Context: an optimization exercise on an open-source flow, tuned for small area, a short achievable clock period and few clock cycles per item. The choices shown serve that exercise and are no tape-out recipe.
The RTL was checked by simulation tests, not by an equivalence proof against the original design.
Power is estimated from default activity; no workload was simulated.

main:
Design scalar_kalman_filter, start of the top module:
module scalar_kalman_filter (
  input  logic                          clk_i,
  input  logic                          rst_ni,
  input  logic                          sample_valid_i,
  output logic                          sample_ready_o,
  input  logic [skf_pkg::SampleW-1:0]   sample_i,
  output logic                          estimate_valid_o,
  input  logic                          estimate_ready_i,
  output logic [skf_pkg::EstW-1:0]      estimate_o,
  input  logic                          cfg_valid_i,
  output logic                          cfg_ready_o,
  input  logic [skf_pkg::CfgIdxW-1:0]   cfg_index_i,
  input  logic [skf_pkg::CfgDataW-1:0]  cfg_data_i
);
clock: 5.0 ns
lec_check: 0
abc_area: 1
cap_margin: 20
core_margin: 2
core_utilization: 40
setup_slack_margin: 0.5
slew_margin: 20
run.sh (not shown) runs the stock make flow with config.mk's settings and CLKGATE_MAP_FILE= SYNTH_SCRIPT=/design/flow/synth_recipe.tcl, a recipe that flattens the netlist after the stock synthesis.
Testbench counts of main, summed over its fixed seeds: cycles 38,079, items 4,800.
For the feature branch, these inputs were changed with respect to main:
--- a/flow/design.v
+++ b/flow/design.v
@@ -995,13 +995,13 @@
                   ({34{pst_q[S_DEN]}}  & {2'b00, pp_q}) |
                   ({34{pst_q[S_FIN]}}  & f_s);
   assign alu_b  = ({34{pst_q[S_IDLE]}} & {2'b00, q_q}) |
                   ({34{pst_q[S_DEN]}}  & {2'b00, r_q}) |
                   ({34{pst_q[S_FIN]}}  & f_c2);
   assign alu_ci = pst_q[S_FIN] & (a_q[23:0] == 24'd0);
-  skf_bk34 u_palu (.a(alu_a), .b(alu_b), .ci(alu_ci), .s(alu_s), .co());
+  assign alu_s  = alu_a + alu_b + {33'd0, alu_ci};
   assign alu_sat = alu_s[32] ? 32'hFFFF_FFFF : alu_s[31:0];
   logic int_bit, zero_n;
   assign zero_n  = (pp_q == 32'd0) && (r_q == 32'd0);
   assign int_bit = ((r_q == 32'd0) || (pp_q == 32'hFFFF_FFFF)) && !zero_n;
   logic peq, start;
   assign peq   = chk_q && (den_q == p_q);
--- outcome ---
The lower combinational power share came out of main. Final cell area: the feature branch above main. main reports its highest-delay cell along the critical path as fa_1 while the feature branch reports edfxtp_1. | violation count after the first detailed-route iteration | the feature branch vs main | worse |. Relative to main, the pin count of the biggest net entering global routing of the feature branch is higher by 5. main: flow completed, timing, DRC and antenna clean. The feature branch finished every step from synthesis to the final layout, and the layout passed the timing, design-rule and antenna checks. [compare] base=main new=the feature branch: placed instance area saw an increase, power density normalized to cell area saw a decrease, critical path data arrival time saw an increase, clock network fraction of design power saw a decrease. Netlist area before placement is lower on main.
Testbench counts of the feature branch, summed over its fixed seeds: cycles 38,079, items 4,800.

* * *

## v6
Starting RTL as in the previous note.
Settings: LEC_CHECK=0, ABC_AREA=1, CAP_MARGIN=20, CORE_MARGIN=2, CORE_UTILIZATION=40, SETUP_SLACK_MARGIN=1.1, SLEW_MARGIN=20; clock period 5.0 ns.
v6 ran to completion and came out clean on the timing, design-rule and antenna checks.
Testbench counts of v6, summed over its fixed seeds: cycles 38,079, items 4,800.
Edits applied to the flow inputs when going from v6 to v7:
--- a/flow/design.v
+++ b/flow/design.v
@@ -973,15 +973,15 @@
   logic        qvalid_q;    
   logic        conv_q;      
   logic        chk_q;       
   localparam logic [1:0] X_IDLE = 2'd0, X_MUL = 2'd1, X_FIN = 2'd2;
   logic [1:0]  xst_q;
   logic        xstep_q;     
   logic [32:0] d_q;
-  logic [20:0] bsel_q;      
+  logic [18:0] bsel_q;      
   logic        xfin_q;      
   logic [37:0] as_q, ac_q;  
   logic [11:0] ls_q, lc_q;  
   logic        cp_q;        
   logic [33:0] alu_a, alu_b, alu_s;
   logic [31:0] alu_sat;
   logic        alu_ci;
@@ -1075,14 +1075,15 @@
     end
   endfunction
   logic [20:0] bsel_lo, bsel_hi;
   always_comb begin
     bsel_lo = booth7({2'b00, qr_q[11:0]}, 1'b0);
     bsel_lo[20:18] = 3'b000;
     bsel_hi = booth7({1'b0, qr_q[24:12]}, qr_q[11]);
+    bsel_hi[20:18] = {2'b00, qr_q[24] | qr_q[23]};
   end
   localparam int MW = 50;
   logic [MW-1:0] dw, pp [7];
   logic [6:0]    pneg;
   logic [MW-1:0] m_as, m_ac;
   logic [MW-1:0] l1as, l1ac, l1bs, l1bc, l1cs, l1cc, l2as, l2ac, l2bs, l2bc;
   logic [MW-1:0] l3s, l3c, vs, vc;
@@ -1092,17 +1093,22 @@
   function automatic logic [MW-1:0] csa_c(input logic [MW-1:0] a, b, c, input logic cin);
     csa_c = {((a[MW-2:0] & b[MW-2:0]) | (a[MW-2:0] & c[MW-2:0]) | (b[MW-2:0] & c[MW-2:0])), cin};
   endfunction
   always_comb begin
     dw = {{(MW-33){d_q[32]}}, d_q};
     for (int i = 0; i < 7; i++) begin
       logic [MW-1:0] m;
-      m = ({MW{bsel_q[3*i]}} & dw) | ({MW{bsel_q[3*i+1]}} & {dw[MW-2:0], 1'b0});
-      m = m ^ {MW{bsel_q[3*i+2]}};
-      pneg[i] = bsel_q[3*i+2];
+      if (i < 6) begin
+        m = ({MW{bsel_q[3*i]}} & dw) | ({MW{bsel_q[3*i+1]}} & {dw[MW-2:0], 1'b0});
+        m = m ^ {MW{bsel_q[3*i+2]}};
+        pneg[i] = bsel_q[3*i+2];
+      end else begin
+        m = {MW{bsel_q[3*i]}} & dw;
+        pneg[i] = 1'b0;
+      end
       pp[i] = (m << (2*i)) | ({MW{pneg[i]}} & ((MW'(1) << (2*i)) - MW'(1)));
     end
     m_as = xstep_q ? {{(MW-38){as_q[37]}}, as_q} : '0;
     m_ac = xstep_q ? {{(MW-38){ac_q[37]}}, ac_q} : '0;
     l1as = csa_s(m_as, m_ac, pp[0]);   l1ac = csa_c(m_as, m_ac, pp[0], pneg[0]);
     l1bs = csa_s(pp[1], pp[2], pp[3]); l1bc = csa_c(pp[1], pp[2], pp[3], pneg[1]);
     l1cs = csa_s(pp[4], pp[5], pp[6]); l1cc = csa_c(pp[4], pp[5], pp[6], pneg[2]);
@@ -1202,17 +1208,17 @@
     end else begin
       a_q  <= alo[34:0];
       us_q <= {us_q[18:0], a_q[34:33]};
       uc_q <= {uc_q[18:0], 1'b0, alo[35]};
     end
     if (dload) begin
       d_q    <= dl_sum[32:0];
-      bsel_q <= bsel_lo;
+      bsel_q <= bsel_lo[18:0];
     end else begin
-      bsel_q <= bsel_hi;
+      bsel_q <= bsel_hi[18:0];
     end
     if (xst_q == X_MUL) begin
       as_q <= vs[49:12];
       ac_q <= vc[49:12];
       ls_q <= vs[11:0];
       lc_q <= vc[11:0];
       cp_q <= xstep_q & lowsum[12];
Findings:
Status: width of the chip parity (v7, v6)
Compared with v6, v7 shows wire length that has gone up slightly.
v7 has setup slack of the critical path after layout below what v6 had.
Side by side, number of placed cells counting well taps turned out lower in v7 than in v6.
In summary, v7 completed successfully, with a layout that passed the timing, design-rule and antenna checks.
Changes observed in v7 relative to v6: fmax shrank by 8.3 MHz; global-route usage climbed 0.53 points; number of fillers in the final layout decreased by 251 relative to the old numbers.
v7 reports a lower required time of the critical path than v6 does.
In terms of cell area, v7 and v6 differ only marginally.
Testbench counts of v7, summed over its fixed seeds: cycles 38,079, items 4,800.

==> re-timing with driven ports <==
How much do the figures lean on ideal ports? The routed layouts below were timed once more, with nothing changed but the port constraints. Step 1 sets driving cells, clkbuf_16 on the clock port and buf_2 on the other inputs (assumed; they add their load-dependent delay and slew). Step 2 adds t to the input delays and takes it off the output delays; t is the mean of the earliest and latest rising clock arrival at the registers after step 1. Input paths then give back, and output paths get back, about the clock's delay inside the block. Slacks: ideal ports / drivers / drivers and shift; pairs: ideal ports / drivers.
run | shift t [ns] | slack for setup (ns) | worst register clock-pin slew, ns
main | 0.698 | 0.742 / 0.742 / 0.742 | 0.06 / 0.06
the feature branch | 0.718 | 0.704 / 0.704 / 0.704 | 0.07 / 0.07
v6 | 0.699 | 1.135 / 1.135 / 1.135 | 0.07 / 0.07
v7 | 0.748 | 1.007 / 1.007 / 1.007 | 0.07 / 0.07
After both steps setup and hold are still met in every run listed.
